From an optimization exercise on the open Yosys and OpenROAD flow, aimed at small area; shortcuts taken in it are not production practice.
Function was checked by simulation only, so behaviour that the tests miss may differ from the original.
Power and IR drop assume default switching activity.

## flow/design.v (module list and top-level ports; edited modules follow where they fit)
// module frame_sequencer: 35 lines
// module step_counter: 8 lines
// module ref_delay_line: 30 lines
// module lms_channel: 54 lines
// module anc_mac: 1181 lines
// module anc_top: 96 lines
module anc_top
(
    input  logic        clk,
    input  logic        rstn,
    input  logic        head_flag,
    input  anc_pkg::sample_t reff,
    input  anc_pkg::sample_t primary_a,
    input  anc_pkg::sample_t primary_b,
    output anc_pkg::sample_t dout,
    output logic        frame_done
);
  // ...
==> flow/run.sh <==
#!/bin/bash
# synth_recipe.tcl (not shown) runs the flow's synth.tcl, then flattens the netlist and writes it again
# the make line also repeats each setting of config.mk as NAME=value (left out here)
make -C /OpenROAD-flow-scripts/flow DESIGN_CONFIG=/design/flow/config.mk WORK_HOME=/design/flow/orfs CLKGATE_MAP_FILE= SYNTH_SCRIPT=/design/flow/synth_recipe.tcl finish
==> flow/config.mk <==
export PLATFORM = sky130hd
export DESIGN_NAME = anc_top
export DESIGN_NICKNAME = anc_top
export VERILOG_FILES = /design/flow/design.v
export SDC_FILE = /design/flow/constraint.sdc
export NUM_CORES = 4
export LEC_CHECK = 0
export CAP_MARGIN = 20
export CORE_MARGIN = 2
export CORE_UTILIZATION = 65
export CTS_BUF_LIST = sky130_fd_sc_hd__clkbuf_16
export CTS_CLUSTER_DIAMETER = 60
export CTS_CLUSTER_SIZE = 25
export SLEW_MARGIN = 20
==> flow/constraint.sdc <==
create_clock -name core_clock -period 12.0 [get_ports {clk}]
set_input_delay 2.4000 -clock core_clock [delete_from_list [all_inputs] [get_ports {clk}]]
set_output_delay 2.4000 -clock core_clock [all_outputs]
set_load 0.01 [all_outputs]
==> impl_metrics.tcl, run 1 <==
set metrics [dict create \
    cts-htree-levels 2 \
    rows 75 \
    synth_common_cells "dfxtp_1 (297), inv_1 (288), fa_1 (235)" \
    nWellTaps 539 \
    top_area_cell_class "multi-input combinational cells" \
    largest_registers "chan_a.w (128), chan_b.w (128), ref_i.taps (112)" \
    synth_most_common_cell "dfxtp_1" \
    netSwitchingFraction 0.456 \
    synthTopCellsByArea "dfxtp_1 (22%), fa_1 (17%), edfxtp_1 (17%), xnor2_1 (6.2%), ha_1 (5.0%)" \
    wl_met2_um 32600 \
    hold_end "chan_b.w[3][8]" \
    initial_core_util 0.659 \
    period_minus_slack_ns 11.63 \
    netlist_instances 2530 \
    antenna_left 0 \
    syn_area_sq_um 27600 \
    nets 2948 \
    grt_use_total 0.324 \
    nonClkBufAreaFrac 0.0433 \
    ys_ff_latch 476 \
    multi_input_area_sq_um 14800 \
    postCtsHoldBufs 0 \
    met1_usage 0.437 \
    timing.setup.tns_ns 0 \
    layout_commonest_cell "dfxtp_1" \
    clkbuf_count 35 \
    status "no timing/DRC/antenna violations" \
    synthAdderAreaFrac 0.220 \
]
==> run 2, diff against run 1 <==
==> flow/flow/run.sh (new file) <==
#!/bin/bash
# Layout flow: the standard synthesis and layout, with two changes.
#  1. After the standard synthesis, flow/invopt.py picks the polarity of each
#     full-adder cell so that fewer inverters are needed (a full adder is
#     self-dual); registers and all other cells are left as synthesised.
#  2. The layout then runs with smaller port buffers and a coarser clock tree
#     (see the make variables below).
# Each step writes its full output to a log file in this folder.
set -euo pipefail
R=orfs/results/sky130hd/anc_top/base
bash standard.sh synth > synth.log 2>&1
cp $R/1_2_yosys.v 1_2_yosys_standard.v
python3 flow/invopt.py 1_2_yosys_standard.v $R/1_2_yosys.v > invopt.log 2>&1
touch $R/1_2_yosys.v
source flow/layout_args.sh
bash standard.sh "${LAYOUT_ARGS[@]}" finish > layout.log 2>&1
==> flow/flow/invopt.py (new file) <==
#!/usr/bin/env python3
"""Choose the polarity of every full adder to minimise inverters.

A full adder is self-dual: FA(~a, ~b, ~c) = (~sum, ~cout). Each fa cell may
therefore take complemented inputs and deliver complemented outputs. This
script collects every signal together with the inverters that hang off it,
picks a polarity for each fa cell (local search) so that as few signals as
possible are needed in both polarities, then rebuilds the netlist with one
inverter per signal that still needs one. Registers and all other cells keep
their names, types and functions.
usage: invopt.py IN.v OUT.v
"""
import re, sys, random
from collections import defaultdict

src = open(sys.argv[1]).read()
inst_re = re.compile(r'^(\s*)(sky130_fd_sc_hd__\w+)\s+(\S+)\s*\((.*?)\);\n', re.S | re.M)
pin_re = re.compile(r'\.(\w+)\(((?:[^()]|\([^()]*\))*)\)')
ms = list(inst_re.finditer(src))
head, tail = src[:ms[0].start()], src[ms[-1].end():]
assert 'assign' not in src
insts = {}
order = []
for m in ms:
    typ, name, body = m.group(2), m.group(3), m.group(4)
    insts[name] = [typ, {p: n.strip() for p, n in pin_re.findall(body)}]
    order.append(name)

OUTS = {'X', 'Y', 'Q', 'Q_N', 'SUM', 'COUT', 'HI', 'LO'}
is_inv = lambda t: re.search(r'__(inv|clkinv)_\d+$', t) is not None
is_fa = lambda t: re.search(r'__fa_\d+$', t) is not None
ports = set(m.group(3) for m in re.finditer(r'^\s*(input|output)\s+(\[[^\]]*\]\s*)?(\S+);', head, re.M))
is_port = lambda n: n.split('[')[0].strip() in ports or n.startswith("1'")

drv = {}
loads = defaultdict(list)
for name, (typ, pins) in insts.items():
    for p, n in pins.items():
        if p in OUTS:
            drv[n] = (name, p)
        else:
            loads[n].append((name, p))

# signal trees: root net -> list of (load inst, pin, parity); inverters in tree
def root_of(n):
    par = 0
    seen = 0
    while n in drv and is_inv(insts[drv[n][0]][0]):
        n = insts[drv[n][0]][1]['A']
        par ^= 1
        seen += 1
        if seen > 100: break
    return n, par

roots = {}
for n in list(drv.keys()) + [n for n in loads if n not in drv]:
    r, _ = root_of(n)
    if r in roots: continue
    # walk the tree
    tl, invs, nets, frozen = [], [], [], False
    stack = [(r, 0)]
    while stack:
        net, par = stack.pop()
        nets.append(net)
        if net != r and is_port(net): frozen = True
        for (i, p) in loads[net]:
            if is_inv(insts[i][0]) and p == 'A':
                invs.append(i)
                stack.append((insts[i][1]['Y'], par ^ 1))
            else:
                tl.append((i, p, par))
    roots[r] = dict(loads=tl, invs=invs, frozen=frozen or not invs and False)
    if frozen:
        roots[r]['frozen'] = True

fas = [n for n in order if is_fa(insts[n][0])]
x = {f: 0 for f in fas}
fa_roots = defaultdict(set)
for r, d in roots.items():
    if d['frozen']: continue
    dr = drv.get(r)
    if dr and dr[0] in x: fa_roots[dr[0]].add(r)
    for (i, p, par) in d['loads']:
        if i in x: fa_roots[i].add(r)

def cost_root(r):
    d = roots[r]
    if d['frozen']:
        return len(d['invs'])
    dr = drv.get(r)
    xd = x.get(dr[0], 0) if dr else 0
    need = False
    for (i, p, par) in d['loads']:
        if par ^ x.get(i, 0) ^ xd:
            need = True
            break
    return 1 if need else 0

def total():
    return sum(cost_root(r) for r in roots)

before = sum(1 for t, _ in insts.values() if is_inv(t))
cur = total()
best = cur
bestx = dict(x)
random.seed(1)
T = 1.0
for step in range(200000):
    f = random.choice(fas)
    rs = fa_roots[f]
    old = sum(cost_root(r) for r in rs)
    x[f] ^= 1
    new = sum(cost_root(r) for r in rs)
    dlt = new - old
    if dlt <= 0 or random.random() < pow(2.718, -dlt / T):
        cur += dlt
        if cur < best:
            best = cur; bestx = dict(x)
    else:
        x[f] ^= 1
    T = max(0.02, 1.0 * (1 - step / 150000))
x = bestx
assert total() == best

# rebuild
cnt = [0]
newnets = []
for r, d in roots.items():
    if d['frozen'] or not d['invs'] and all(par == 0 for (_, _, par) in d['loads']) and all(x.get(i, 0) == 0 for (i, _, _) in d['loads']) and x.get(drv.get(r, ('', ''))[0], 0) == 0:
        continue
    for i in d['invs']:
        del insts[i]
    dr = drv.get(r)
    xd = x.get(dr[0], 0) if dr else 0
    inv_net = None
    for (i, p, par) in d['loads']:
        if par ^ x.get(i, 0) ^ xd:
            if inv_net is None:
                cnt[0] += 1
                inv_net = f'_po{cnt[0]}_'
                newnets.append(inv_net)
                iname = f'_poinv{cnt[0]}_'
                insts[iname] = ['sky130_fd_sc_hd__inv_1', {'A': r, 'Y': inv_net}]
                order.append(iname)
            insts[i][1][p] = inv_net
        else:
            insts[i][1][p] = r
after = sum(1 for t, _ in insts.values() if is_inv(t))
sys.stderr.write(f'invopt: inverters {before} -> {after} (model {best})\n')

out = [head.rstrip('\n') + '\n']
for n in newnets:
    out.append(f'  wire {n};\n')
for name in order:
    if name not in insts: continue
    typ, pins = insts[name]
    body = ',\n'.join(f'    .{p}({n} )' if n.startswith('\\') else f'    .{p}({n})' for p, n in pins.items())
    out.append(f'  {typ} {name} (\n{body}\n  );\n')
out.append(tail.lstrip('\n') if tail.strip() else 'endmodule\n')
open(sys.argv[2], 'w').write(''.join(out))
==> flow/flow/layout_args.sh (new file) <==
# make variables for the layout steps
LAYOUT_ARGS=(
  "BUFFER_PORTS_ARGS=-buffer_cell sky130_fd_sc_hd__buf_1"
)
==> flow/standard.sh (new file) <==
#!/bin/bash
# synth_recipe.tcl (not shown) runs the flow's synth.tcl, then flattens the netlist and writes it again
# the make line also repeats each setting of config.mk as NAME=value (left out here)
make -C /OpenROAD-flow-scripts/flow DESIGN_CONFIG=/design/flow/config.mk WORK_HOME=/design/flow/orfs CLKGATE_MAP_FILE= SYNTH_SCRIPT=/design/flow/synth_recipe.tcl "${@:-finish}"
--- a/flow/config.mk
+++ b/flow/config.mk
@@ -10,5 +10,3 @@
 export CORE_UTILIZATION = 65
-export CTS_BUF_LIST = sky130_fd_sc_hd__clkbuf_16
-export CTS_CLUSTER_DIAMETER = 60
-export CTS_CLUSTER_SIZE = 25
+export CTS_BUF_LIST = sky130_fd_sc_hd__clkbuf_8
 export SLEW_MARGIN = 20
removed: flow/run.sh
==> run 2 against run 1 <==
Net effect:
- core utilization rose by 0.72 points
- worst hold slack lost 0.014 ns
- sequential share of layout area is 0.46 points higher
- flip-flop and latch count did not move
- via count is 1.6% lower
- clock skew rose by 0.0060 ns
- total power grew 1.6%
- register-to-register slack lost 0.05 ns
- count of clock-buffer cells in the layout up 45
- clock power is 16% higher
- cell area decreased by 1.2%
- global-route usage increased by 0.062 points
- highest routed layer unchanged
==> impl_metrics.tcl, run 2 <==
set metrics [dict create \
    cp_data_arrival_time_ns 12.19 \
    placed_cells 2924 \
    routed.top_layer "met4" \
    netSwitchingFraction 0.441 \
    insertedDiodeCount 0 \
    min_path_type "flip-flop to flip-flop" \
    cpPeakStageDelay_ns 0.49 \
    leakage_nw 13.2 \
    dr_total_vias 18944 \
    powerDensity_nw_per_um2 315 \
    ioPinCount 60 \
    met3_length_um 5290 \
    cpMaxStageDelayCell "or4_1" \
    dp.final_hpwl_um 49600 \
    endpoint_kind "flip-flop" \
    grt_max_degree 77 \
    met1_length_um 28500 \
    crit_path_frequent_cell "fa_1" \
    path_class "flip-flop to flip-flop" \
    cts_root_buf "clkbuf_8" \
    post-route-period-util 0.973 \
    worst_ep_required_time_ns 12.51 \
    grt-ovfl-total 0 \
    core_area_sq_um 41000 \
    drive_gt1_frac 0.118 \
    design_area_sq_um 29800 \
    post-place-ws_ns -0.117 \
    wl_per_cell_um 22.3 \
    cts_buffer_depth 3 \
    comb_power_share 0.570 \
    hp-start "chan_b.w[1][4]" \
    netlist_instances 2386 \
    startpoint_type "flip-flop" \
    critPathTopFamily "adder cells" \
    slew_violations 0 \
    layout_commonest_cell "dfxtp_1" \
    dieArea_sq_um 43300 \
    tritoncts "built" \
    period_minus_slack_ns 11.68 \
    grt_use_total 0.324 \
    wl_um 68300 \
    clock-sinks 476 \
    cts-htree-levels 3 \
    critPathLaunch "seq_i.s[1]" \
    status "no timing/DRC/antenna violations" \
    critPathBufInv 1 \
    drtPass1Iterations 6 \
    finalNonFillerCells 3065 \
    drcViolationCount 0 \
    area_growth_pct 10.1 \
    syn_avg_cell_area_sq_um 11.4 \
    rows 74 \
    finalHoldViolations 0 \
    syn-num-nets 2776 \
    grt_pass1_wl_um 109000 \
    fin_ws_ns 0.322 \
    setup_viol 0 \
    path_max_fanout 7 \
    antenna_found_initial 0 \
    vias_per_cell 6.18 \
    slew_headroom 0.373 \
    drtIter0Drc 1812 \
    initial_core_util 0.660 \
    nets 2863 \
    antenna_left 0 \
    pwr-share-clk 0.147 \
    switching_power_mw 4.15 \
    die_w_um 208 \
    seq_power_share 0.283 \
    routabilityCongestion 0.950 \
    yosysWarnings 7 \
    wl_met2_um 32000 \
    cts_made_buffers 75 \
    grt_pass1_vias 19988 \
    r2r_start "seq_i.s[1]" \
    tightest_slew_ns 0.941 \
    largest_registers "chan_a.w (128), chan_b.w (128), ref_i.taps (112)" \
    die_y_um 208 \
    final_cell_mix "dfxtp_1 (297), fa_1 (218), nand2_1 (205), xnor2_1 (196), inv_1 (176)" \
    port_buffers 59 \
    placed_area_sq_um 28200 \
    syn_area_sq_um 27100 \
    ir_drop_mv 0.309 \
    maxCapViolations 0 \
    clk_pin_slew_ns 0.06 \
    skew_ns 0.0459 \
    intPower_mw 5.26 \
    clkLatencyLatePin_ns 0.69 \
    fmax_ghz 0.0856 \
]
[run 2: changes by cell type in the layout (fill, tap and decap cells not counted), moves of 4 or more]
cell	before	now
clkbuf_8	0	80
clkdlybuf4s50_1	59	0
fa_1	224	218
buf_4	94	110
bufinv_16	0	5
clkinv_2	2	7
fa_2	11	17
clkbuf_16	35	0
inv_1	293	176
buf_1	0	59
clkinvlp_4	1	5
[run 2: cell type report]
class / count / area [sq um]
Clock buffer: 80 / 1100
Clock inverter: 57 / 415
Fill cell: 2942 / 11200
Inverter: 148 / 561
Multi-Input combinational cell: 1600 / 14800
Sequential cell: 476 / 11200
Tap cell: 532 / 666
Timing Repair Buffer: 172 / 1110
[run 2: metal layers]
layer,global-route usage,vias to the layer above
li1,-,8506
met1,0.429,9403
met2,0.528,868
met3,0.0664,167
met4,0.133,0
met5,0,-
[run 2: timing repair]
item / CTS / global route
endpoints found under the setup margin: 5 / 30
resized for setup: 6 / 24
buffers inserted: 2 / 2
pin swaps: 5 / 13
hold buffers: 0 / 0
[run 2: power by group through the flow]
stage | Combinational (mW) | Clock [mW] | Sequential, mW
floorplan | 3.72 | 0 | 2.56
global placement | 5.04 | 0 | 2.68
detailed placement | 5.15 | 0 | 2.69
CTS | 5.23 | 1.42 | 2.67
global route | 5.89 | 1.48 | 2.71
finish | 5.36 | 1.38 | 2.66
[run 2: worst paths after layout]
check | to | slack, ns | cells after the start
worst max-delay path | chan_a.acc[32] | 0.32 | 35
worst min-delay path | chan_b.w[2][4] | 0.31 | 0
worst max register to register | chan_a.acc[32] | 0.32 | 35
worst min register to register | chan_b.w[2][4] | 0.31 | 0
max in group asynchronous | ref_i.nf[2] | 9.93 | 2
min in group asynchronous | dout[6] | 1.73 | 2
[run 2: metrics by stage]
stage / utilization / power (mW) / hold slack [ns] / setup TNS [ns]
floorplan: - / 6.29 / 0.310 / 0
global placement: 0.687 / 7.72 / 0.310 / 0
detailed placement: 0.687 / 7.84 / 0.312 / -0.166
CTS: 0.725 / 9.31 / 0.319 / 0
global route: 0.727 / 10.1 / 0.325 / -0.0143
finish: 0.727 / 9.41 / 0.308 / 0
==> run 3, diff against run 2 <==
==> flow/flow/invopt.py (replaced) <==
#!/usr/bin/env python3
"""Choose signal polarities in a Yosys gate netlist to save inverters.

Full adders are self-dual, FA(~a,~b,~c) = (~sum, ~cout), so each fa cell may
take complemented inputs and give complemented outputs. An xor2/xnor2 cell
accepts either polarity on each input and gives either polarity at its
output by switching between xor2 and xnor2. A half adder may be rebuilt as an
xor2/xnor2 for its sum and a 2-input gate (and2, nand2, nor2, or2, nor2b,
nand2b) for its carry, which lets it take complemented inputs or give a
complemented carry. A local search picks the polarities that minimise the
area of inverters plus rebuilt half adders; the netlist is then rewritten
with one inverter per signal that is still needed in both polarities.
Registers and all other cells keep their names, types and functions.
usage: invopt2.py IN.v OUT.v
"""
import re, sys, random
from collections import defaultdict

src = open(sys.argv[1]).read()
inst_re = re.compile(r'^(\s*)(sky130_fd_sc_hd__\w+)\s+(\S+)\s*\((.*?)\);\n', re.S | re.M)
pin_re = re.compile(r'\.(\w+)\(((?:[^()]|\([^()]*\))*)\)')
ms = list(inst_re.finditer(src))
head, tail = src[:ms[0].start()], src[ms[-1].end():]
assert 'assign' not in src
insts = {}
order = []
for m in ms:
    typ, name, body = m.group(2), m.group(3), m.group(4)
    insts[name] = [typ, {p: n.strip() for p, n in pin_re.findall(body)}]
    order.append(name)

P = 'sky130_fd_sc_hd__'
OUTS = {'X', 'Y', 'Q', 'Q_N', 'SUM', 'COUT', 'HI', 'LO'}
kind = lambda t: t[len(P):].rsplit('_', 1)[0]
is_inv = lambda t: kind(t) in ('inv', 'clkinv')
ports = set(m.group(3) for m in re.finditer(r'^\s*(input|output)\s+(\[[^\]]*\]\s*)?(\S+);', head, re.M))
is_port = lambda n: n.split('[')[0].strip() in ports or n.startswith("1'")
INV_A = 3.7536
AREA = {'and2': 6.256, 'nand2': 3.7536, 'nor2': 3.7536, 'or2': 6.256, 'nor2b': 6.256, 'nand2b': 6.256, 'xor2': 8.7584, 'ha': 12.512}

drv = {}
loads = defaultdict(list)
for name, (typ, pins) in insts.items():
    for p, n in pins.items():
        if p in OUTS:
            drv[n] = (name, p)
        else:
            loads[n].append((name, p))

# variables
var = []                         # current values
cellvar = {}                     # inst -> dict role -> var index
def newvar():
    var.append(0)
    return len(var) - 1
for name, (typ, pins) in insts.items():
    k = kind(typ)
    if k == 'fa':
        v = newvar(); cellvar[name] = {'x': v}
    elif k in ('xor2', 'xnor2'):
        cellvar[name] = {'x': newvar()}
    elif k == 'ha':
        cellvar[name] = {'pa': newvar(), 'pb': newvar(), 'xc': newvar(), 'xs': newvar()}

def out_var(inst, pin):
    cv = cellvar.get(inst)
    if not cv: return None
    k = kind(insts[inst][0])
    if k == 'ha':
        return cv['xs'] if pin == 'SUM' else cv['xc']
    return cv['x']
def in_want(inst, pin):
    """var index wanted at this input, -1 for don't care, None for fixed 0"""
    cv = cellvar.get(inst)
    if not cv: return None
    k = kind(insts[inst][0])
    if k in ('xor2', 'xnor2'): return -1
    if k == 'ha': return cv['pa'] if pin == 'A' else cv['pb']
    return cv['x']

# signal trees
roots = {}
def root_of(n):
    while n in drv and is_inv(insts[drv[n][0]][0]):
        n = insts[drv[n][0]][1]['A']
    return n
allnets = set(drv) | set(loads)
for n in allnets:
    r = root_of(n)
    if r in roots: continue
    tl, invs, frozen = [], [], False
    stack = [(r, 0)]
    while stack:
        net, par = stack.pop()
        if net != r and is_port(net): frozen = True
        for (i, p) in loads[net]:
            if is_inv(insts[i][0]) and p == 'A':
                invs.append(i)
                stack.append((insts[i][1]['Y'], par ^ 1))
            else:
                tl.append((i, p, par))
    if is_port(r) and r in drv: frozen = True
    roots[r] = dict(loads=tl, invs=invs, frozen=frozen)

var_roots = defaultdict(set)
for r, d in roots.items():
    if d['frozen']: continue
    dr = drv.get(r)
    if dr:
        v = out_var(*dr)
        if v is not None: var_roots[v].add(r)
    for (i, p, par) in d['loads']:
        w = in_want(i, p)
        if w is not None and w >= 0: var_roots[w].add(r)

def root_cost(r):
    d = roots[r]
    if d['frozen']: return INV_A * len(d['invs'])
    dr = drv.get(r)
    xd = var[out_var(*dr)] if dr and out_var(*dr) is not None else 0
    for (i, p, par) in d['loads']:
        w = in_want(i, p)
        if w == -1: continue
        wv = var[w] if w is not None else 0
        if xd ^ par ^ wv:
            return INV_A
    return 0.0

CARRY = {(0,0,0): 'and2', (0,0,1): 'nand2', (1,1,0): 'nor2', (1,1,1): 'or2',
         (0,1,0): 'nor2b', (1,0,0): 'nor2b', (0,1,1): 'nand2b', (1,0,1): 'nand2b'}
def ha_cost(inst):
    cv = cellvar[inst]
    pa, pb, xc, xs = var[cv['pa']], var[cv['pb']], var[cv['xc']], var[cv['xs']]
    if (pa, pb, xc) == (0, 0, 0) and (pa ^ pb ^ xs) == 0:
        return AREA['ha']
    return AREA['xor2'] + AREA[CARRY[(pa, pb, xc)]]
var_ha = {}
for name, cv in cellvar.items():
    if kind(insts[name][0]) == 'ha':
        for v in cv.values(): var_ha[v] = name

def total():
    return sum(root_cost(r) for r in roots) + sum(ha_cost(h) for h in set(var_ha.values()))
def local(v):
    c = sum(root_cost(r) for r in var_roots[v])
    if v in var_ha: c += ha_cost(var_ha[v])
    return c

start = total()
cur = start; best = cur; bestv = list(var)
random.seed(1)
N = len(var)
steps = 400000
for step in range(steps):
    v = random.randrange(N)
    old = local(v)
    var[v] ^= 1
    dl = local(v) - old
    T = max(0.05, 4.0 * (1 - step / (0.8 * steps)))
    if dl <= 1e-9 or random.random() < pow(2.718, -dl / T):
        cur += dl
        if cur < best - 1e-9:
            best = cur; bestv = list(var)
    else:
        var[v] ^= 1
var[:] = bestv
assert abs(total() - best) < 1e-6

# rebuild
before = sum(1 for t, _ in insts.values() if is_inv(t))
cnt = [0]
newnets = []
def fresh(prefix):
    cnt[0] += 1
    return f'_{prefix}{cnt[0]}_'
for r, d in roots.items():
    if d['frozen']: continue
    for i in d['invs']:
        del insts[i]
    dr = drv.get(r)
    xd = var[out_var(*dr)] if dr and out_var(*dr) is not None else 0
    inv_net = None
    for (i, p, par) in d['loads']:
        w = in_want(i, p)
        if w == -1:
            need = 0
            q = xd ^ par                 # received polarity change at this xor input
            insts[i].append(('q', p, q)) if False else None
            insts[i][1][p] = r
            cellvar[i].setdefault('qs', 0)
            cellvar[i]['qs'] ^= q
            continue
        wv = var[w] if w is not None else 0
        if xd ^ par ^ wv:
            if inv_net is None:
                inv_net = fresh('po'); newnets.append(inv_net)
                iname = fresh('poinv')
                insts[iname] = [P + 'inv_1', {'A': r, 'Y': inv_net}]
                order.append(iname)
            insts[i][1][p] = inv_net
        else:
            insts[i][1][p] = r
# xor cells: choose type
for name, cv in cellvar.items():
    if name not in insts: continue
    typ, pins = insts[name]
    k = kind(typ)
    if k in ('xor2', 'xnor2'):
        t0 = 0 if k == 'xor2' else 1
        t = t0 ^ cv.get('qs', 0) ^ var[cv['x']]
        outpin = 'X' if k == 'xor2' else 'Y'
        o = pins[outpin]
        if t == 0:
            insts[name] = [P + 'xor2_1', {'A': pins['A'], 'B': pins['B'], 'X': o}]
        else:
            insts[name] = [P + 'xnor2_1', {'A': pins['A'], 'B': pins['B'], 'Y': o}]
# half adders
nha = 0
for name, cv in list(cellvar.items()):
    if name not in insts or kind(insts[name][0]) != 'ha': continue
    typ, pins = insts[name]
    pa, pb, xc, xs = var[cv['pa']], var[cv['pb']], var[cv['xc']], var[cv['xs']]
    if (pa, pb, xc) == (0, 0, 0) and (pa ^ pb ^ xs) == 0:
        continue
    nha += 1
    a, b, s, c = pins['A'], pins['B'], pins['SUM'], pins['COUT']
    del insts[name]
    sn = name.rstrip('_') + 's_' if name.endswith('_') else name + '_s'
    cn = name.rstrip('_') + 'c_' if name.endswith('_') else name + '_c'
    if pa ^ pb ^ xs:
        insts[sn] = [P + 'xnor2_1', {'A': a, 'B': b, 'Y': s}]
    else:
        insts[sn] = [P + 'xor2_1', {'A': a, 'B': b, 'X': s}]
    g = CARRY[(pa, pb, xc)]
    if g == 'and2':   insts[cn] = [P + 'and2_1', {'A': a, 'B': b, 'X': c}]
    elif g == 'or2':  insts[cn] = [P + 'or2_1', {'A': a, 'B': b, 'X': c}]
    elif g == 'nand2': insts[cn] = [P + 'nand2_1', {'A': a, 'B': b, 'Y': c}]
    elif g == 'nor2': insts[cn] = [P + 'nor2_1', {'A': a, 'B': b, 'Y': c}]
    elif g == 'nor2b':
        # Y = !(A | !B_N): the complemented input goes to A, the true one to B_N
        if pa: insts[cn] = [P + 'nor2b_1', {'A': a, 'B_N': b, 'Y': c}]
        else:  insts[cn] = [P + 'nor2b_1', {'A': b, 'B_N': a, 'Y': c}]
    elif g == 'nand2b':
        # Y = !(!A_N & B): the complemented input goes to A_N, the true one to B
        if pa: insts[cn] = [P + 'nand2b_1', {'A_N': a, 'B': b, 'Y': c}]
        else:  insts[cn] = [P + 'nand2b_1', {'A_N': b, 'B': a, 'Y': c}]
    i = order.index(name)
    order[i:i+1] = [sn, cn]
after = sum(1 for t, _ in insts.values() if is_inv(t))
sys.stderr.write(f'invopt2: inverters {before} -> {after}, half adders rebuilt {nha}, area model {start:.1f} -> {best:.1f}\n')

out = [head.rstrip('\n') + '\n']
for n in newnets:
    out.append(f'  wire {n};\n')
for name in order:
    if name not in insts: continue
    typ, pins = insts[name]
    body = ',\n'.join(f'    .{p}({n} )' if n.startswith('\\') else f'    .{p}({n})' for p, n in pins.items())
    out.append(f'  {typ} {name} (\n{body}\n  );\n')
out.append(tail.lstrip('\n') if tail.strip() else 'endmodule\n')
open(sys.argv[2], 'w').write(''.join(out))
==> flow/flow/layout_args.sh (replaced) <==
# make variables for the layout steps
LAYOUT_ARGS=(
  "BUFFER_PORTS_ARGS=-buffer_cell sky130_fd_sc_hd__buf_1"
  "CTS_ARGS=-sink_clustering_enable -repair_clock_nets -dont_use_dummy_load -buf_list sky130_fd_sc_hd__clkbuf_16 -sink_clustering_size 25 -sink_clustering_max_diameter 60"
)
--- a/flow/config.mk
+++ b/flow/config.mk
@@ -10,3 +10,5 @@
 export CORE_UTILIZATION = 65
-export CTS_BUF_LIST = sky130_fd_sc_hd__clkbuf_8
+export CTS_BUF_LIST = sky130_fd_sc_hd__clkbuf_16
+export CTS_CLUSTER_DIAMETER = 60
+export CTS_CLUSTER_SIZE = 25
 export SLEW_MARGIN = 20
==> run 3 against run 2 <==
Net effect:
- critical path depth shrank 3
- still clean on timing, DRC and antenna
- clock skew increased by 0.038 ns
- flip-flop and latch count stayed put
- clock power decreased by 25%
- worst setup slack worse by 0.050 ns
- total power decreased by 4.0%
==> impl_metrics.tcl, run 3 <==
set metrics [dict create \
    layout_commonest_cell "dfxtp_1" \
    vias_per_cell 6.28 \
    clkLatencyLatePin_ns 0.58 \
    drive_gt1_frac 0.0876 \
    grt_pass1_vias 18929 \
    final_cell_mix "dfxtp_1 (297), fa_1 (234), nand2_1 (222), xnor2_1 (212), edfxtp_1 (154)" \
    powerDensity_nw_per_um2 313 \
    drtPass1Iterations 6 \
    antenna_left 0 \
    insertedDiodeCount 0 \
    dr_total_vias 18543 \
    cpPeakStageDelay_ns 0.59 \
    p_total_mw 9.04 \
    area_growth_pct 7.50 \
    grt_max_degree 91 \
    cts_buffer_depth 3 \
    die_w_um 207 \
    finalNonFillerCells 2951 \
    period_minus_slack_ns 11.73 \
    maxCapViolations 0 \
    drcViolationCount 0 \
    syn_area_sq_um 26900 \
    clock-sinks 476 \
    die_y_um 207 \
    status "no timing/DRC/antenna violations" \
    rows 74 \
    finalHoldViolations 0 \
    worst_hold_slack_ns 0.284 \
    nets 2761 \
    fillCellCount 3003 \
    final_util 0.708 \
    tightest_slew_ns 0.847 \
    seq_area_sq_um 11200 \
    drtIter0Drc 1988 \
    cts_made_buffers 35 \
    wl_per_cell_um 23.1 \
    fin_ws_ns 0.272 \
    dieArea_sq_um 43000 \
    antenna_found_initial 0 \
    core_area_sq_um 40800 \
    routabilityCongestion 0.944 \
    setup_viol 0 \
    initial_core_util 0.658 \
    post-place-ws_ns 0.0476 \
    cts-htree-levels 2 \
    wl_um 68100 \
    grt_use_total 0.318 \
    path_class "flip-flop to flip-flop" \
    cpMaxStageDelayCell "fa_1" \
    slew_headroom 0.434 \
    worst_ep_required_time_ns 12.41 \
    ir_drop_mv 0.237 \
    cts_root_buf "clkbuf_16" \
    critPathTopFamily "adder cells" \
    dp.final_hpwl_um 48800 \
    startpoint_type "flip-flop" \
    netlist_instances 2380 \
    critPathBufInv 1 \
    clk_pin_slew_ns 0.09 \
    multi_input_area_sq_um 14800 \
    grt-ovfl-total 0 \
    placed_cells 2888 \
    skew_ns 0.0841 \
    grt_pass1_wl_um 106000 \
    tritoncts "built" \
    largest_registers "chan_a.w (128), chan_b.w (128), ref_i.taps (112)" \
    fmax_ghz 0.0853 \
    post-route-period-util 0.977 \
    min_path_type "flip-flop to flip-flop" \
    slew_violations 0 \
    endpoint_kind "flip-flop" \
    ioPinCount 60 \
    leakage_nw 12.0 \
    port_buffers 59 \
    yosysWarnings 7 \
    postCtsHoldBufs 0 \
    cp_data_arrival_time_ns 12.13 \
    syn_avg_cell_area_sq_um 11.3 \
    path_max_fanout 10 \
    syn-num-nets 2720 \
    crit_path_frequent_cell "fa_1" \
]
## run 3: final timing paths
kind,endpoint,startpoint,depth (start not counted),slack (ns)
worst min-delay path,chan_a.w[5][3],chan_a.w[4][3],0,0.28
max in group asynchronous,dout[7],rstn,2,9.83
min in group asynchronous,ref_i.nf[0],rstn,2,1.83
worst max-delay path,chan_a.acc[32],seq_i.s[1],32,0.27
worst max register to register,chan_a.acc[32],seq_i.s[1],32,0.27
worst min register to register,chan_a.w[5][3],chan_a.w[4][3],0,0.28
## run 3: worst reg2reg max path, delay by kind of cell, from the launching register on
kind            cells  cell delay (ns)
fa+ha+maj          18             7.45
buf+inv             1             0.22
simple gates        6             1.49
compound gates      7             1.95
flops               1             0.48
## run 3: timing repair
item / 4_1_cts / 5_1_grt
setup endpoints to repair: 0 / 15
setup buffers: 0 / 24
gates resized for setup: 0 / 16
## run 3: cell type report
| type | instances | share of cell area |
|---|---|---|
| inverter | 98 | 0.0129 |
| tap | 532 | 0.0230 |
| clock buffer | 35 | 0.0303 |
| timing repair buffer | 163 | 0.0354 |
| sequential | 476 | 0.388 |
| multi-input combinational | 1647 | 0.511 |
## run 3: report_power, final
part	total, mW	internal [mW]	switching [mW]
sequential	2.67	2.37	0.300
clock	1.03	0.516	0.519
combinational	5.33	2.04	3.29
total	9.04	4.92	4.11
## run 3: per-stage QoR
stage,setup TNS [ns],instance area [sq um]
2_1_floorplan,0,26900
3_3_place_gp,0,27700
3_5_place_dp,0,27700
4_1_cts,0,28600
5_1_grt,-0.0310,28900
6_report,0,28900
## run 3: layer usage
metal / global-route usage / vias up / routed length, um
li1: - / 8351 / -
met1: 0.437 / 9156 / 27900
met2: 0.513 / 855 / 32000
met3: 0.0472 / 181 / 5460
met4: 0.129 / 0 / 2810
met5: 0 / - / 0
==> run 4, diff against run 3 <==
--- a/flow/flow/invopt.py
+++ b/flow/flow/invopt.py
@@ -13,3 +13,3 @@
 Registers and all other cells keep their names, types and functions.
-usage: invopt2.py IN.v OUT.v
+usage: invopt.py IN.v OUT.v
 """
@@ -39,2 +39,33 @@
 AREA = {'and2': 6.256, 'nand2': 3.7536, 'nor2': 3.7536, 'or2': 6.256, 'nor2b': 6.256, 'nand2b': 6.256, 'xor2': 8.7584, 'ha': 12.512}
+
+LIBAREA = {}
+_lib = open('/OpenROAD-flow-scripts/flow/platforms/sky130hd/lib/sky130_fd_sc_hd__tt_025C_1v80.lib').read()
+_cur = None
+for _line in _lib.split('\n'):
+    _m = re.match(r'\s*cell\s*\(\s*"?sky130_fd_sc_hd__(\w+)"?\s*\)', _line)
+    if _m: _cur = _m.group(1); continue
+    _m = re.match(r'\s*area\s*:\s*([\d.]+)', _line)
+    if _m and _cur and _cur not in LIBAREA: LIBAREA[_cur] = float(_m.group(1))
+PAIRS = [('and2', 'nand2'), ('and3', 'nand3'), ('and4', 'nand4'), ('or2', 'nor2'), ('or3', 'nor3'), ('or4', 'nor4'),
+         ('and2b', 'nand2b'), ('and3b', 'nand3b'), ('and4b', 'nand4b'), ('and4bb', 'nand4bb'),
+         ('or2b', 'nor2b'), ('or3b', 'nor3b'), ('or4b', 'nor4b'), ('or4bb', 'nor4bb'),
+         ('a21o', 'a21oi'), ('a22o', 'a22oi'), ('a31o', 'a31oi'), ('a32o', 'a32oi'), ('a41o', 'a41oi'),
+         ('a211o', 'a211oi'), ('a221o', 'a221oi'), ('a311o', 'a311oi'), ('a2111o', 'a2111oi'),
+         ('o21a', 'o21ai'), ('o22a', 'o22ai'), ('o31a', 'o31ai'), ('o32a', 'o32ai'), ('o41a', 'o41ai'),
+         ('o211a', 'o211ai'), ('o221a', 'o221ai'), ('o311a', 'o311ai'), ('o2111a', 'o2111ai'),
+         ('a21bo', 'a21boi'), ('o21ba', 'o21bai'), ('a2bb2o', 'a2bb2oi'), ('o2bb2a', 'o2bb2ai'), ('mux2', 'mux2i')]
+COMP = {}
+for _p, _q in PAIRS:
+    COMP[_p] = _q; COMP[_q] = _p
+def variant(typ):
+    """complementary cell type (name, out pin map) or None"""
+    base = typ[len(P):]
+    k, drive = base.rsplit('_', 1)
+    if k not in COMP: return None
+    c = COMP[k]
+    for d in [drive, '1', '2', '0', '4']:
+        if f'{c}_{d}' in LIBAREA:
+            return P + f'{c}_{d}'
+    return None
+outpin_of = lambda t: 'Y' if (kind(t).endswith('i') or kind(t) in ('nand2','nand3','nand4','nor2','nor3','nor4','nand2b','nand3b','nand4b','nand4bb','nor2b','nor3b','nor4b','nor4bb')) else 'X'
 
@@ -63,2 +94,4 @@
         cellvar[name] = {'pa': newvar(), 'pb': newvar(), 'xc': newvar(), 'xs': newvar()}
+    elif variant(typ) is not None and outpin_of(typ) in pins:
+        cellvar[name] = {'x': newvar(), 'flip': 1}
 
@@ -78,2 +111,3 @@
     if k == 'ha': return cv['pa'] if pin == 'A' else cv['pb']
+    if cv.get('flip'): return None
     return cv['x']
@@ -141,4 +175,12 @@
 
+var_flip = {}
+for name, cv in cellvar.items():
+    if cv.get('flip'): var_flip[cv['x']] = name
+def flip_cost(name):
+    t = insts[name][0]
+    if var[cellvar[name]['x']]:
+        t = variant(t)
+    return LIBAREA[t[len(P):]]
 def total():
-    return sum(root_cost(r) for r in roots) + sum(ha_cost(h) for h in set(var_ha.values()))
+    return sum(root_cost(r) for r in roots) + sum(ha_cost(h) for h in set(var_ha.values())) + sum(flip_cost(f) for f in var_flip.values())
 def local(v):
@@ -146,2 +188,3 @@
     if v in var_ha: c += ha_cost(var_ha[v])
+    if v in var_flip: c += flip_cost(var_flip[v])
     return c
@@ -216,2 +259,14 @@
             insts[name] = [P + 'xnor2_1', {'A': pins['A'], 'B': pins['B'], 'Y': o}]
+# complemented cells
+nflip = 0
+for name, cv in cellvar.items():
+    if cv.get('flip') and var[cv['x']] and name in insts:
+        typ, pins = insts[name]
+        nt = variant(typ)
+        op, nop = outpin_of(typ), outpin_of(nt)
+        newpins = {}
+        for p, n in pins.items():
+            newpins[nop if p == op else p] = n
+        insts[name] = [nt, newpins]
+        nflip += 1
 # half adders
@@ -249,3 +304,3 @@
 after = sum(1 for t, _ in insts.values() if is_inv(t))
-sys.stderr.write(f'invopt2: inverters {before} -> {after}, half adders rebuilt {nha}, area model {start:.1f} -> {best:.1f}\n')
+sys.stderr.write(f'invopt: inverters {before} -> {after}, half adders rebuilt {nha}, cells complemented {nflip}, area model {start:.1f} -> {best:.1f}\n')
 
==> run 4 against run 3 <==
Net effect:
- sequential share of layout area grew 0.96 points
- total power shrank 4.2%
- clock power shrank 8%
- routed wire length shrank 3.5%
- worst setup slack gained 0.19 ns
==> impl_metrics.tcl, run 4 <==
set metrics [dict create \
    grt-ovfl-total 0 \
    period_minus_slack_ns 11.54 \
    met1_usage 0.445 \
    ioPinCount 60 \
    layout_commonest_cell "dfxtp_1" \
    fillCellCount 3085 \
    area_growth_pct 5.41 \
    drive_gt1_frac 0.0610 \
    dieArea_sq_um 42800 \
    setup_viol 0 \
    use_met3 0.0447 \
    yosysWarnings 7 \
    cp_data_arrival_time_ns 11.98 \
    vias_per_cell 6.32 \
    powerDensity_nw_per_um2 307 \
    syn_area_sq_um 26700 \
    cts_buffer_depth 3 \
    netlist_instances 2395 \
    wl_um 65700 \
    largest_registers "chan_a.w (128), chan_b.w (128), ref_i.taps (112)" \
    rrSetupSlack_ns 0.46 \
    hp-start "chan_b.w[1][1]" \
    path_max_fanout 18 \
    ir_drop_mv 0.256 \
    hold_depth 0 \
    syn-num-nets 2711 \
    status "no timing/DRC/antenna violations" \
    path_class "flip-flop to flip-flop" \
    worst_hold_slack_ns 0.313 \
    initial_core_util 0.656 \
    fmax_ghz 0.0867 \
    skew_ns 0.0780 \
    final_cell_mix "dfxtp_1 (297), fa_1 (235), nand2_1 (224), xnor2_1 (201), edfxtp_1 (154)" \
    antenna_left 0 \
    clock-sinks 476 \
    dr_total_vias 18374 \
    endpoint_kind "flip-flop" \
    final_util 0.692 \
    grt_max_degree 92 \
    design_area_sq_um 28200 \
    post_cts_buffers 0 \
    cpPeakStageDelay_ns 0.52 \
    slew_violations 0 \
    tritoncts "built" \
    core_area_sq_um 40700 \
    drtIter0Drc 2009 \
    tightest_slew_ns 0.898 \
    drtPass1Iterations 9 \
    die_y_um 207 \
    drcViolationCount 0 \
    worst_ep_required_time_ns 12.44 \
    grt_use_total 0.315 \
    worst_r2r_path_depth 39 \
    clkLatencyLatePin_ns 0.63 \
    post-route-period-util 0.961 \
    cts_made_buffers 31 \
    dp.final_hpwl_um 48200 \
    timing.setup.tns_ns 0 \
    routabilityCongestion 0.993 \
    grt_use_met2 0.498 \
    crit_path_frequent_cell "fa_1" \
    slew_headroom 0.401 \
    reg2reg_to "chan_a.acc[32]" \
    seq_area_sq_um 11200 \
    cts_root_buf "clkbuf_16" \
    min_path_type "flip-flop to flip-flop" \
    grt_pass1_vias 18386 \
    clk_pin_slew_ns 0.09 \
    placed_cells 2877 \
    placed_area_sq_um 27400 \
    rows 74 \
    rsz0062_at_grt "no" \
    multi_input_area_sq_um 14600 \
    r2r_start "seq_i.s[0]" \
    startpoint_type "flip-flop" \
    leakage_nw 10.4 \
    syn_avg_cell_area_sq_um 11.2 \
    finalNonFillerCells 2909 \
    wl_per_cell_um 22.6 \
    die_w_um 207 \
    hold_end "chan_b.w[2][1]" \
    cpMaxStageDelayCell "dfrtp_1" \
    finalHoldViolations 0 \
    cts-htree-levels 1 \
    port_buffers 59 \
    maxCapViolations 0 \
    nets 2695 \
    grt_pass1_wl_um 103000 \
    grt_busiest_layer "met2" \
    insertedDiodeCount 0 \
    antenna_found_initial 0 \
]
run 4: changes by cell type in the layout (fill, tap and decap cells not counted), moves of 8 or more:
cell | previous run | this run
a22oi_1 | 64 | 121
nor2_1 | 81 | 99
xor2_1 | 69 | 106
ha_1 | 59 | 36
inv_1 | 97 | 86
buf_4 | 103 | 53
a22o_4 | 0 | 8
a22o_1 | 134 | 76
xnor2_1 | 212 | 201
run 4: repair_timing:
item / CTS / global route
resized for setup: 0 / 4
setup endpoints to repair: 0 / 8
hold buffers: 0 / 0
hold endpoints to repair: 0 / 0
run 4: routing by layer:
metal | routed length (um) | vias to the layer above
met5 | 0 | -
met4 | 2950 | 0
met3 | 5080 | 177
met2 | 29900 | 834
met1 | 27800 | 9094
li1 | - | 8269
run 4: stage by stage:
stage	worst slack [ns]	total power [mW]
floorplan	1.42	6.30
global placement	0.517	7.50
detailed placement	0.382	7.63
CTS	0.388	8.61
global route	0.0593	9.24
finish	0.464	8.66
run 4: report_power, final:
part	internal, mW	switching (mW)	leakage, nW
sequential	2.37	0.322	4.21
clock	0.451	0.494	0.382
combinational	1.88	3.14	5.85
run 4: cell type report:
type                    instances  share of cell area
repair buffers                113              0.0230
clock buffers                  31              0.0275
flip-flops and latches        476               0.397
multi-input cells            1669               0.517
well taps                     532              0.0236
inverters                      88              0.0119
run 4: worst max-delay path, delay by kind of cell (launching register included):
family | cells | cell delay, ns
AOI/OAI and AO/OA | 7 | 2.14
xor gates and xnor gates | 1 | 0.23
adders and majority gates | 20 | 6.45
and+or+nand+nor | 6 | 1.45
DFF | 1 | 0.52
buffers and inverters | 5 | 0.58
run 4: how the worst max path moves through the flow:
stage / start / endpoint / slack [ns] / depth (start not counted)
3_5_place_dp: seq_i.s[0] / chan_b.acc[26] / 0.38 / 40
2_1_floorplan: seq_i.s[0] / chan_b.acc[26] / 1.42 / 40
6_report: seq_i.s[0] / chan_a.acc[32] / 0.46 / 39
4_1_cts: seq_i.s[0] / chan_b.acc[26] / 0.39 / 40
3_3_place_gp: seq_i.s[0] / chan_b.acc[26] / 0.52 / 40
5_1_grt: seq_i.s[0] / chan_b.acc[26] / 0.06 / 39
==> run 5, diff against run 4 <==
==> flow/flow/layout_args.sh (replaced) <==
# make variables for the layout steps
LAYOUT_ARGS=(
  "BUFFER_PORTS_ARGS=-buffer_cell sky130_fd_sc_hd__buf_1"
  "CTS_ARGS=-sink_clustering_enable -repair_clock_nets -dont_use_dummy_load -buf_list sky130_fd_sc_hd__clkbuf_16 -sink_clustering_size 32 -sink_clustering_max_diameter 80"
)
==> run 5 against run 4 <==
Net effect:
- critical path type unchanged
- still clean on timing, DRC and antenna
- routed wire length is 1.0% lower
- area after synthesis stayed put
- critical endpoint unchanged
- highest routed layer unchanged
- clock skew is 0.012 ns lower
==> impl_metrics.tcl, run 5 <==
set metrics [dict create \
    status "no timing/DRC/antenna violations" \
    final_cell_mix "dfxtp_1 (297), fa_1 (235), nand2_1 (224), xnor2_1 (201), edfxtp_1 (154)" \
    die_y_um 207 \
    timing.setup.tns_ns 0 \
    antenna_found_initial 0 \
    dr_total_vias 18212 \
    leakage_nw 10.4 \
    grt_use_total 0.311 \
    placed_cells 2876 \
    yosysWarnings 7 \
    startpoint_type "flip-flop" \
    cts_resized 0 \
    path_max_fanout 12 \
    drtPass1Iterations 8 \
    die_w_um 207 \
    critPathBufInv 3 \
    tightest_slew_ns 1.09 \
    wl_per_cell_um 22.4 \
    cts_root_buf "clkbuf_16" \
    min_path_type "flip-flop to flip-flop" \
    syn_avg_cell_area_sq_um 11.2 \
    finalHoldViolations 0 \
    grt_max_degree 92 \
    slew_headroom 0.273 \
    core_area_sq_um 40700 \
    cts-htree-levels 1 \
    syn-num-nets 2711 \
    grt-ovfl-total 0 \
    clk_pin_slew_ns 0.11 \
    worst_ep_required_time_ns 12.44 \
    area_growth_pct 4.71 \
    antenna_left 0 \
    endpoint_kind "flip-flop" \
    wl_um 65100 \
    cpPeakStageDelay_ns 0.63 \
    post_cts_buffers 0 \
    rows 74 \
    cp_data_arrival_time_ns 11.90 \
    critPathTopFamily "adder cells" \
    drcViolationCount 0 \
    cpMaxStageDelayCell "nor4_1" \
    layout_commonest_cell "dfxtp_1" \
    ioPinCount 60 \
    powerDensity_nw_per_um2 305 \
    slew_violations 0 \
    cts_buffer_depth 3 \
    postCtsHoldBufs 0 \
    period_minus_slack_ns 11.46 \
    largest_registers "chan_a.w (128), chan_b.w (128), ref_i.taps (112)" \
    vias_per_cell 6.28 \
    finalNonFillerCells 2901 \
    tritoncts "built" \
    crit_path_frequent_cell "fa_1" \
    initial_core_util 0.656 \
    fmax_ghz 0.0873 \
    dieArea_sq_um 42800 \
    port_buffers 59 \
    maxCapViolations 0 \
    nets 2687 \
    syn_area_sq_um 26700 \
    routabilityCongestion 0.967 \
    drtIter0Drc 1957 \
    skew_ns 0.0660 \
    clock-sinks 476 \
    post-route-period-util 0.955 \
    clkLatencyLatePin_ns 0.60 \
    dp.final_hpwl_um 47600 \
    netlist_instances 2395 \
    insertedDiodeCount 0 \
    path_class "flip-flop to flip-flop" \
    cts_made_buffers 25 \
    drive_gt1_frac 0.0583 \
    setup_viol 0 \
    grt_pass1_vias 18304 \
    ir_drop_mv 0.235 \
    grt_pass1_wl_um 102000 \
    rsz0062_at_grt "no" \
]
## run 5: stage by stage
stage	power, mW	setup WS (ns)	util	instance area, sq um	hold slack, ns
4_1_cts	8.49	0.534	0.687	28000	0.302
3_3_place_gp	7.51	0.579	0.672	27400	0.310
5_1_grt	9.13	0.0495	0.687	28000	0.301
6_report	8.54	0.541	0.687	28000	0.299
2_1_floorplan	6.30	1.42	-	26700	0.310
3_5_place_dp	7.61	0.467	0.672	27400	0.312
## run 5: layout make-up
type                    instances  area, sq um
clock buffers                  25          626
well taps                     532          666
inverters                      88          337
fillers                      3094        12700
repair buffers                111          612
flip-flops and latches        476        11200
multi-input cells            1669        14600
## run 5: path summary, 6_finish.rpt
kind                                  endpoint  depth (start not counted)      startpoint  slack, ns
worst max-delay path            chan_a.acc[32]                         36  chan_a.acc[32]       0.54
worst min-delay path            chan_a.w[4][4]                          0  chan_a.w[3][4]       0.30
worst max register to register  chan_a.acc[32]                         36  chan_a.acc[32]       0.54
worst min register to register  chan_a.w[4][4]                          0  chan_a.w[3][4]       0.30
max in group asynchronous                   wv                          2            rstn       9.86
min in group asynchronous             dout[13]                          2            rstn       1.80
## run 5: power breakdown
| group | total [mW] | internal, mW | switching (mW) |
|---|---|---|---|
| clock network | 0.850 | 0.370 | 0.480 |
| logic | 5.00 | 1.86 | 3.13 |
| registers | 2.69 | 2.37 | 0.322 |
| total | 8.54 | 4.61 | 3.94 |
## run 5: metal layers
| metal | vias to the layer above | part of all wire | global-route usage |
|---|---|---|---|
| li1 | 8246 | - | - |
| met1 | 8957 | 0.42 | 0.437 |
| met2 | 835 | 0.45 | 0.489 |
| met3 | 174 | 0.084 | 0.0531 |
| met4 | 0 | 0.042 | 0.120 |
| met5 | - | 0 | 0 |
## run 5: worst reg2reg max path: cells and delay by family, from the launching register on
family	cells	cell delay, ns
simple gates	5	1.62
flops	1	0.61
compound gates	8	2.57
buf+inv	3	0.26
xor+xnor	1	0.17
fa+ha+maj	19	6.10
==> run 6, diff against run 5 <==
==> flow/flow/run.sh (replaced) <==
#!/bin/bash
# Layout flow: the standard synthesis and layout, with these changes.
#  1. After the standard synthesis (unchanged), flow/invopt.py chooses signal
#     polarities to save inverters: full-adder cells are self-dual, xor2/xnor2
#     and and/or-type cells have complemented twins, and half adders can be
#     rebuilt from an xor and a 2-input gate. Registers are not touched.
#  2. The layout then runs with the smallest port buffers and a coarser
#     clock tree without dummy loads (flow/layout_args.sh).
# Each step writes its full output to a log file in this folder.
set -euo pipefail
R=orfs/results/sky130hd/anc_top/base
bash standard.sh synth > synth.log 2>&1
cp $R/1_2_yosys.v 1_2_yosys_standard.v
python3 flow/invopt.py 1_2_yosys_standard.v $R/1_2_yosys.v > invopt.log 2>&1
touch $R/1_2_yosys.v
source flow/layout_args.sh
bash standard.sh "${LAYOUT_ARGS[@]}" finish > layout.log 2>&1
==> flow/config.mk (replaced) <==
export PLATFORM = sky130hd
export DESIGN_NAME = anc_top
export DESIGN_NICKNAME = anc_top
export VERILOG_FILES = /design/flow/design.v
export SDC_FILE = /design/flow/constraint.sdc
export NUM_CORES = 4
export LEC_CHECK = 0
export CAP_MARGIN = 5
export CORE_MARGIN = 2
export CORE_UTILIZATION = 65
export SLEW_MARGIN = 5
==> run 6 against run 5 <==
Net effect:
- sequential power hardly changed
- global-route usage is 0.056 points higher
- area after synthesis stayed put
- cell area hardly changed
- fmax hardly changed
- critical path depth is 3 higher
- first-iteration DRC count is 0.31% higher
- non-clock buffer count is 2 lower
- register-to-register slack hardly changed
==> impl_metrics.tcl, run 6 <==
set metrics [dict create \
    skew_ns 0.0989 \
    largest_registers "chan_a.w (128), chan_b.w (128), ref_i.taps (112)" \
    netlist_instances 2395 \
    grt_pass1_vias 18443 \
    drive_gt1_frac 0.0570 \
    rows 74 \
    slew_violations 0 \
    nets 2686 \
    die_w_um 207 \
    final_cell_mix "dfxtp_1 (297), fa_1 (235), nand2_1 (224), xnor2_1 (201), edfxtp_1 (154)" \
    crit_path_frequent_cell "fa_1" \
    worst_ep_required_time_ns 12.33 \
    grt_use_total 0.312 \
    leakage_nw 10.4 \
    layout_commonest_cell "dfxtp_1" \
    tightest_slew_ns 1.19 \
    ioPinCount 60 \
    yosysWarnings 7 \
    cts_buffer_depth 3 \
    drtPass1Iterations 6 \
    multi_input_area_sq_um 14600 \
    die_y_um 207 \
    antenna_left 0 \
    cts_made_buffers 26 \
    routabilityCongestion 0.979 \
    path_max_fanout 24 \
    drcViolationCount 0 \
    seq_area_sq_um 11200 \
    dr_total_vias 18241 \
    slew_headroom 0.201 \
    status "no timing/DRC/antenna violations" \
    endpoint_kind "flip-flop" \
    clock-sinks 476 \
    dp.final_hpwl_um 47400 \
    area_growth_pct 4.72 \
    cts_root_buf "clkbuf_16" \
    vias_per_cell 6.29 \
    p_total_mw 8.60 \
    fmax_ghz 0.0873 \
    antenna_found_initial 0 \
    cpPeakStageDelay_ns 0.51 \
    grt_max_degree 80 \
    clk_pin_slew_ns 0.10 \
    fin_ws_ns 0.548 \
    startpoint_type "flip-flop" \
    initial_core_util 0.656 \
    timing.setup.tns_ns 0 \
    core_area_sq_um 40700 \
    syn-num-nets 2711 \
    finalHoldViolations 0 \
    clkLatencyLatePin_ns 0.62 \
    tritoncts "built" \
    fillCellCount 3143 \
    cts-htree-levels 1 \
    min_path_type "flip-flop to flip-flop" \
    rsz0062_at_grt "no" \
    setup_viol 0 \
    cpMaxStageDelayCell "a22o_1" \
    ir_drop_mv 0.197 \
    wl_per_cell_um 22.5 \
    powerDensity_nw_per_um2 307 \
    port_buffers 59 \
    post-place-ws_ns 0.470 \
    maxCapViolations 0 \
    post-route-period-util 0.954 \
    syn_area_sq_um 26700 \
    cp_data_arrival_time_ns 11.79 \
    path_class "flip-flop to flip-flop" \
    drtIter0Drc 1963 \
    grt-ovfl-total 0 \
    grt_pass1_wl_um 102000 \
    wl_um 65200 \
    syn_avg_cell_area_sq_um 11.2 \
    dieArea_sq_um 42800 \
    period_minus_slack_ns 11.45 \
    post_cts_buffers 0 \
]
## run 6: final timing paths
check	start	endpoint	slack, ns	cells after the start
worst max-delay path	seq_i.s[0]	chan_b.acc[26]	0.55	39
worst min-delay path	chan_a.w[2][4]	chan_a.w[3][4]	0.29	0
worst max register to register	seq_i.s[0]	chan_b.acc[26]	0.55	39
worst min register to register	chan_a.w[2][4]	chan_a.w[3][4]	0.29	0
max in group asynchronous	rstn	ref_i.nf[0]	9.81	2
min in group asynchronous	rstn	dout[13]	1.82	2
## run 6: area by class of cell
cell class,count,share of cell area
timing repair buffer,109,0.0213
sequential,476,0.400
antenna,1,0.0000894
tap,532,0.0238
multi-input combinational,1669,0.520
clock buffer,26,0.0232
inverter,88,0.0120
## run 6: metrics by stage
| stage | cells | utilization | hold WS, ns | cell area (sq um) |
|---|---|---|---|---|
| 3_5_place_dp | 2874 | 0.671 | 0.312 | 27300 |
| 5_1_grt | 2900 | 0.687 | 0.291 | 28000 |
| 2_1_floorplan | 2395 | - | 0.310 | 26700 |
| 6_report | 2901 | 0.687 | 0.291 | 28000 |
| 3_3_place_gp | 2874 | 0.671 | 0.310 | 27300 |
| 4_1_cts | 2900 | 0.687 | 0.292 | 28000 |
## run 6: what timing repair did
item | CTS | global route
endpoints found under the setup margin | 0 | 1
hold buffers | 0 | 0
gates resized for setup | 0 | 1
## run 6: worst max-delay path: cells and delay by family, from the launching register on
| kind | cells | cell delay, ns |
|---|---|---|
| AOI/OAI and AO/OA | 7 | 1.76 |
| xor gates and xnor gates | 2 | 0.35 |
| adders and majority gates | 18 | 6.26 |
| buffers and inverters | 6 | 0.95 |
| DFF | 1 | 0.50 |
| and+or+nand+nor | 6 | 1.36 |
## run 6: metal layers
metal | vias up | part of all wire | track usage
met5 | - | 0 | 0
met3 | 168 | 0.075 | 0.0430
met4 | 0 | 0.040 | 0.122
li1 | 8242 | - | -
met1 | 9014 | 0.43 | 0.440
met2 | 817 | 0.45 | 0.493
## run 6: power by group
group | internal, mW | switching, mW
sequential | 2.38 | 0.323
combinational | 1.86 | 3.17
clock | 0.383 | 0.482
total | 4.62 | 3.98
==> run 7, diff against run 6 <==
--- a/flow/config.mk
+++ b/flow/config.mk
@@ -7,5 +7,5 @@
 export LEC_CHECK = 0
-export CAP_MARGIN = 5
+export CAP_MARGIN = 20
 export CORE_MARGIN = 2
 export CORE_UTILIZATION = 65
-export SLEW_MARGIN = 5
+export SLEW_MARGIN = 20
==> run 7 against run 6 <==
Net effect:
- combinational power about the same
- first-iteration DRC count is 1.9% higher
- core utilization increased by 0.086 points
- sequential share of layout area about the same
- flip-flop and latch count did not move
- cell area is 0.12% higher
- synthesized cell count is the same
- critical endpoint unchanged
- sequential power hardly changed
- die area did not move
==> impl_metrics.tcl, run 7 <==
set metrics [dict create \
    status "no timing/DRC/antenna violations" \
    path_max_fanout 11 \
    ir_drop_mv 0.228 \
    postCtsHoldBufs 0 \
    leakage_nw 10.4 \
    grt_pass1_vias 18359 \
    rows 74 \
    endpoint_kind "flip-flop" \
    cts_root_buf "clkbuf_16" \
    tightest_slew_ns 1.10 \
    min_path_type "flip-flop to flip-flop" \
    dr_total_vias 18308 \
    grt_pass1_wl_um 101000 \
    ioPinCount 60 \
    startpoint_type "flip-flop" \
    hp-start "chan_a.w[2][0]" \
    insertedDiodeCount 0 \
    yosysWarnings 7 \
    period_minus_slack_ns 11.54 \
    die_y_um 207 \
    setup_viol 0 \
    grt_use_total 0.306 \
    slew_violations 0 \
    dp.final_hpwl_um 47100 \
    port_buffers 59 \
    rsz0062_at_grt "no" \
    r2r_start "chan_b.acc[32]" \
    path_class "flip-flop to flip-flop" \
    clk_pin_slew_ns 0.11 \
    drive_gt1_frac 0.0583 \
    finalNonFillerCells 2901 \
    cts_made_buffers 26 \
    placed_cells 2875 \
    syn-num-nets 2711 \
    vias_per_cell 6.31 \
    cpPeakStageDelay_ns 0.72 \
    nets 2687 \
    final_cell_mix "dfxtp_1 (297), fa_1 (235), nand2_1 (224), xnor2_1 (201), edfxtp_1 (154)" \
    antenna_left 0 \
    fmax_ghz 0.0867 \
    syn_avg_cell_area_sq_um 11.2 \
    cts_buffer_depth 3 \
    cpMaxStageDelayCell "a21boi_0" \
    critPathLaunch "chan_b.acc[32]" \
    dieArea_sq_um 42800 \
    largest_registers "chan_a.w (128), chan_b.w (128), ref_i.taps (112)" \
    wl_per_cell_um 22.1 \
    clock-sinks 476 \
    netSwitchingFraction 0.460 \
    switching_power_mw 3.95 \
    grt_max_degree 86 \
    initial_core_util 0.656 \
    skew_ns 0.101 \
    post_cts_buffers 0 \
    drcViolationCount 0 \
    p_total_mw 8.59 \
    timing.setup.tns_ns 0 \
    drtIter0Drc 2000 \
    core_area_sq_um 40700 \
    cts-htree-levels 1 \
    intPower_mw 4.64 \
    pwr-share-clk 0.100 \
    seq_power_share 0.312 \
    crit_path_frequent_cell "fa_1" \
    tritoncts "built" \
    clkLatencyLatePin_ns 0.62 \
    area_growth_pct 4.85 \
    routabilityCongestion 0.924 \
    syn_area_sq_um 26700 \
    fillCellCount 3125 \
    worst_ep_required_time_ns 12.36 \
    placed_area_sq_um 27400 \
    slew_headroom 0.267 \
    final_util 0.688 \
    layout_commonest_cell "dfxtp_1" \
    maxCapViolations 0 \
    antenna_found_initial 1 \
    finalHoldViolations 0 \
    cp_data_arrival_time_ns 11.90 \
    wl_um 64200 \
    post-route-period-util 0.961 \
    die_w_um 207 \
    powerDensity_nw_per_um2 307 \
    grt-ovfl-total 0 \
    design_area_sq_um 28000 \
    comb_power_share 0.588 \
    drtPass1Iterations 6 \
    netlist_instances 2395 \
]
[run 7: critical path, delay by kind of cell (launching register included)]
| kind | cells | cell delay [ns] |
|---|---|---|
| flops | 1 | 0.58 |
| fa+ha+maj | 20 | 7.00 |
| simple gates | 6 | 1.14 |
| buf+inv | 3 | 0.46 |
| compound gates | 7 | 1.93 |
| xor+xnor | 1 | 0.16 |
[run 7: layout make-up]
cell class	count	area, sq um	area share
sequential	476	11200	0.399
timing repair buffer	110	624	0.0223
tap	532	666	0.0237
multi-input combinational	1669	14600	0.519
inverter	88	337	0.0120
clock buffer	26	651	0.0232
[run 7: routing by layer]
layer	track usage	part of all wire	vias up
met5	0	0	-
met2	0.481	0.45	871
met1	0.436	0.42	9042
met3	0.0391	0.083	174
li1	-	-	8221
met4	0.124	0.044	0
[run 7: repair_timing]
item,4_1_cts,5_1_grt
gates resized for setup,0,4
endpoints found under the setup margin,0,6
hold endpoints to repair,0,0
[run 7: power groups by stage]
stage,sequential (mW),clock [mW],combinational (mW)
6_report,2.68,0.860,5.05
5_1_grt,2.74,0.925,5.49
4_1_cts,2.69,0.878,4.95
3_5_place_dp,2.71,0,4.92
3_3_place_gp,2.69,0,4.80
2_1_floorplan,2.56,0,3.74
[run 7: worst paths after layout]
path | endpoint | slack [ns] | depth (start not counted)
worst max-delay path | chan_b.acc[26] | 0.46 | 37
worst min-delay path | chan_a.w[3][0] | 0.30 | 0
worst max register to register | chan_b.acc[26] | 0.46 | 37
worst min register to register | chan_a.w[3][0] | 0.30 | 0
max in group asynchronous | seq_i.s[0] | 9.86 | 2
min in group asynchronous | dout[12] | 1.78 | 2
[run 7: stage by stage]
stage	setup WS, ns	hold WS, ns
after CTS	0.435	0.289
after floorplan	1.42	0.310
final	0.465	0.295
after detailed placement	0.376	0.312
after global placement	0.595	0.310
after global routing	0.0593	0.307

-- port drivers added, routing unchanged --
The flow's constraints put no driver on any port. The routed layouts listed below were extracted and timed again, unchanged, in two steps.
Step 1: set_driving_cell puts a clkbuf_16 on clk and a buf_2 on each other input, an assumption about the parent block.
Step 2 times the ports against the registers' clock, not the clock port: input delays grow and output delays shrink by t, the midpoint of the rising clock arrivals with the driver on.
Slacks: ideal / step 1 / step 2; pairs: ideal / step 1.
run | t (ns) | slack for setup (ns) | worst setup path at the end | latest minus earliest clock arrival (ns) | cell pins on the clock port's net
run 1 | 0.625 | 0.375 / 0.375 / 0.375 | register to register | 0.040 / 0.040 | 1
run 2 | 0.716 | 0.322 / 0.322 / 0.322 | register to register | 0.046 / 0.047 | 1
run 3 | 0.599 | 0.272 / 0.272 / 0.272 | register to register | 0.085 / 0.085 | 1
run 4 | 0.651 | 0.464 / 0.464 / 0.464 | register to register | 0.078 / 0.078 | 1
run 5 | 0.623 | 0.541 / 0.541 / 0.541 | register to register | 0.069 / 0.069 | 1
run 6 | 0.630 | 0.548 / 0.548 / 0.548 | register to register | 0.100 / 0.100 | 1
run 7 | 0.628 | 0.465 / 0.465 / 0.465 | register to register | 0.103 / 0.102 | 1
After both steps setup and hold are still met in every run listed.
